This is an optimization exercise on Yosys and OpenROAD, whose aim is small area, a short achievable clock period and few clock cycles, not a production implementation. Function was checked by simulation only, so behaviour that the tests miss may differ from the original. Power is estimated from default activity; no workload was simulated.

== exp/indigo ==
Design least_served_grant_arbiter_core, start of the top module:
module least_served_grant_arbiter_core #(
    parameter int MAX_SLAVES = lsga_pkg::MAX_SLAVES_DEF
) (
    input  logic                 i_clk,
    input  logic                 i_rst_n,
    input  logic                 i_cfg_we,
    input  logic [lsga_pkg::IDX_W-1:0]     i_cfg_wdata,       
    input  logic                 i_s_axis_tvalid,
    output logic                 o_s_axis_tready,
    input  logic [lsga_pkg::S_TDATA_W-1:0] i_s_axis_tdata,    
    input  logic [lsga_pkg::OPCODE_W-1:0]  i_s_axis_tuser,    
    output logic                 o_m_axis_tvalid,
    input  logic                 i_m_axis_tready,
    output logic [lsga_pkg::M_TDATA_W-1:0] o_m_axis_tdata     
);
Size in the first run: about 3,200 cells after synthesis, about 790 flip-flops.
clock: 5.0 ns
lec_check: 0
cap_margin: 20
core_margin: 2
core_utilization: 45
cts_cluster_diameter: 80
cts_cluster_size: 30
setup_slack_margin: 1.7
slew_margin: 20
tns_end_percent: 5
run.sh (not shown) runs the stock make flow with config.mk's settings and CLKGATE_MAP_FILE= SYNTH_SCRIPT=/design/flow/synth_recipe.tcl, a recipe that flattens the netlist after the stock synthesis.
Looking at the reports, exp/indigo completed the entire flow and the layout it produced met the timing, design-rule and antenna checks.
Testbench counts of exp/indigo, summed over its fixed seeds: cycles 12,129.
Setup changes, exp/indigo to exp/onyx
-- flow/config.mk --
<<< exp/indigo, line 9
export CORE_MARGIN = 2
export CORE_UTILIZATION = 45
export CTS_CLUSTER_DIAMETER = 80
export CTS_CLUSTER_SIZE = 30
export SETUP_SLACK_MARGIN = 1.7
export SLEW_MARGIN = 20
export TNS_END_PERCENT = 5
>>> exp/onyx, line 9
export CORE_MARGIN = 2
export CORE_UTILIZATION = 55
export CTS_CLUSTER_DIAMETER = 70
export CTS_CLUSTER_SIZE = 26
export PLACE_DENSITY = 0.8
export SETUP_SLACK_MARGIN = 2.6
export SLEW_MARGIN = 20
export TNS_END_PERCENT = 0
Notes after the runs:
- Final design area excluding fillers: exp/onyx vs exp/indigo — no meaningful difference
- exp/onyx vs exp/indigo, launch point of the worst path: g_cell[6].u_cell.r_flag vs r_tot[4]
- Tapcell count went down by more than 10% going from exp/indigo to exp/onyx.
- Compared with exp/indigo, in exp/onyx critical path data arrival time down 0.19 ns; final critical-path share of the clock period down 1.1 points; number of global-route vias before repair up 487.

== oak ==
Another version of the RTL of least_served_grant_arbiter_core (not shown whole).
Size in the first run: about 3200 cells after synthesis, about 790 flip-flops, ~61 I/O pins.
clock: 5.0 ns
lec_check: 0
cap_margin: 20
core_margin: 2
core_utilization: 45
setup_slack_margin: 1.5
slew_margin: 20
Per the final summary, oak finished and its layout is clean on timing, DRC and antenna.
Testbench counts of oak, summed over its fixed seeds: cycles 12,129.
Setup changes, oak to pine
# oak
export LEC_CHECK = 0
export CAP_MARGIN = 20
export CORE_MARGIN = 2
export CORE_UTILIZATION = 45
export SETUP_SLACK_MARGIN = 1.5
export SLEW_MARGIN = 20
create_clock -name core_clock -period 5.0 [get_ports {i_clk}]
# pine
export LEC_CHECK = 0
export CAP_MARGIN = 20
export CORE_MARGIN = 2
export CORE_UTILIZATION = 45
export SLEW_MARGIN = 20
create_clock -name core_clock -period 5.0 [get_ports {i_clk}]
==> flow/flow/run.sh (new file) <==
#!/bin/bash
set -euo pipefail
MARGIN=1.5
bash standard.sh synth floorplan place > flow_1_synth_place.log 2>&1
bash standard.sh SETUP_SLACK_MARGIN=$MARGIN finish > flow_2_cts_route_finish.log 2>&1
==> flow/standard.sh (new file) <==
#!/bin/bash
# synth_recipe.tcl (not shown) runs the flow's synth.tcl, then flattens the netlist and writes it again
# the make line also repeats each setting of config.mk as NAME=value (left out here)
make -C /OpenROAD-flow-scripts/flow DESIGN_CONFIG=/design/flow/config.mk WORK_HOME=/design/flow/orfs CLKGATE_MAP_FILE= SYNTH_SCRIPT=/design/flow/synth_recipe.tcl "${@:-finish}"
removed: flow/run.sh
==> comparison <==
pine ran to completion and came out clean on the timing, design-rule and antenna checks. ~same met1 routed wirelength after detailed routing in oak and pine. Of the two candidates, oak has the better smallest hold slack and pine the worse one. Going from oak to pine, post-layout instance area went up; final-stage net count went up; power consumption went up.

least_served_grant_arbiter_core, a different RTL version from the one above (not shown whole).
For scale: roughly 3300 cells after synthesis, ~61 I/O pins, about 0.037 mm^2 of cells after synthesis.
Settings: LEC_CHECK=0, CAP_MARGIN=20, CORE_MARGIN=2, CORE_UTILIZATION=50, CTS_CLUSTER_DIAMETER=70, CTS_CLUSTER_SIZE=26, PLACE_DENSITY=0.7, SETUP_SLACK_MARGIN=2.6, SLEW_MARGIN=20, TNS_END_PERCENT=0; clock period 5.0 ns.
Stock flow here: none of the scripts above is used.
Testbench counts at the start, summed over its fixed seeds: cycles 12,129.
Change:
--- a/flow/config.mk
+++ b/flow/config.mk
@@ -10 +10 @@
-export CORE_UTILIZATION = 50
+export CORE_UTILIZATION = 45
@@ -13 +13 @@
-export PLACE_DENSITY = 0.7
+export PLACE_DENSITY = 0.75
Outcome:
- The new run completed with no timing, DRC or antenna violations
- design area rose by 0.93%
- power goes down by 0.89%
- sequential share of layout area is lower by 0.41 points
- fmax goes up by 2.5%
- flip-flop and latch count is unchanged
- via count went up by 0.85%
- count of clock-buffer cells in the layout shrinks by 2
Change:
--- a/flow/config.mk
+++ b/flow/config.mk
@@ -15,0 +16 @@
+export SYNTH_HIERARCHICAL = 1
Outcome:
- setup slack is worse by 0.28 ns
- wire length decreases by 12%
- area after synthesis increases by 3.6%
- first-iteration DRC count decreases by 13%
- global-route usage decreases by 4.3 points

== run 1 ==
least_served_grant_arbiter_core with an RTL version that a note above also has.
Size in the first run: roughly 790 flip-flops, about 37000 um2 of cells after synthesis.
Design least_served_grant_arbiter_core, start of the top module:
module least_served_grant_arbiter_core #(
    parameter int MAX_SLAVES = lsga_pkg::MAX_SLAVES_DEF
) (
    input  logic                 i_clk,
    input  logic                 i_rst_n,
    input  logic                 i_cfg_we,
    input  logic [lsga_pkg::IDX_W-1:0]     i_cfg_wdata,       
    input  logic                 i_s_axis_tvalid,
    output logic                 o_s_axis_tready,
    input  logic [lsga_pkg::S_TDATA_W-1:0] i_s_axis_tdata,    
    input  logic [lsga_pkg::OPCODE_W-1:0]  i_s_axis_tuser,    
    output logic                 o_m_axis_tvalid,
    input  logic                 i_m_axis_tready,
    output logic [lsga_pkg::M_TDATA_W-1:0] o_m_axis_tdata     
);
clock: 5.0 ns
lec_check: 0
cap_margin: 20
core_margin: 2
core_utilization: 45
cts_cluster_diameter: 70
cts_cluster_size: 26
setup_slack_margin: 2.6
slew_margin: 20
tns_end_percent: 0
Testbench counts of run 1, summed over its fixed seeds: cycles 12,129.
Modified inputs, run 2 compared to run 1
- SETUP_SLACK_MARGIN now 3.0, was 2.6
--- outcome ---
Post-placement cell count came out exactly the same in run 1 and run 2. Between run 1 and run 2, the difference in register-to-register path setup slack is negligible. Across run 1 and run 2, the outcome is the same: a clean finish for every run. Status: total power draw parity (run 1, run 2). Comparing run 1 against run 2, there is no change at all in global-route wire length before repair. Per the comparison of run 2 with run 1, cell area after layout flat; initial antenna violation count about even; transition time at the pin with the least slew margin held steady; core box area held. Number of placement rows: run 2 vs run 1 — no meaningful difference. The power drawn by the sequential cells on run 2 is in line with that on run 1.
#### Input delta (run 3 over run 2)
- an added PLACE_DENSITY of 0.75
- a change of SETUP_SLACK_MARGIN from 3.0 to 2.6
### Flow results
Changes observed in run 3 relative to run 2: post-route core utilization saw little to no change, fraction of synthesized area in multiplexers level, wire length -6.4%. Run 3 vs. run 2: number of detailed-route iterations in the first pass went up by 3. From run 2 to run 3 the numbers moved as follows: register-to-register slack climbed 0.06 ns, global-route track usage on met1 dropped 6.5 points, setup slack climbed 0.039 ns. The global-route wire length before repair of run 3 was superior to that of run 2. Run 3 -> run 2: flip-flop and latch count after synthesis delta 0, exact match. Comparing wire length per cell for run 2 and run 3, the bigger number came from run 2.

what the ideal ports hide:
The results above use ideal ports. As a check the final layouts listed here were re-extracted and re-timed, cells and wires unchanged. Step 1 assumes that a clkbuf_16 drives the clock port and a buf_2 every other input. Step 2 moves the port delays by t, midway between the first and last clock arrival at a register: inputs arrive t later, outputs are due t later. That takes back most of the time a late clock gives input paths. a / b / c = ideal ports / drivers / drivers and shift; a / b = the first two.
run	shift t [ns]	slack for setup (ns)	worst setup path after step 2	worst data-port slew with drivers (ns)
exp/indigo	0.691	1.552 / 1.552 / 1.072	input to register	0.05
exp/onyx	0.706	1.607 / 1.607 / 0.958	input to register	0.07
oak	0.732	1.534 / 1.534 / 0.870	input to register	0.06
pine	0.746	1.489 / 1.489 / 0.899	input to register	0.06
the first run of note 3	0.708	1.963 / 1.963 / 1.390	input to register	0.10
the second run of note 3	0.702	2.038 / 2.038 / 1.549	input to register	0.06
the third run of note 3	0.690	1.756 / 1.756 / 1.277	input to register	0.07
run 1	0.698	1.661 / 1.661 / 1.141	input to register	0.05
run 2	0.698	1.661 / 1.661 / 1.141	input to register	0.05
run 3	0.699	1.700 / 1.715 / 1.035	input to register	0.05
After both steps setup and hold are still met in every run listed. For run 3, which loses most, drivers alone change the setup slack by +0.015 ns; drivers and shift together by -0.665 ns.
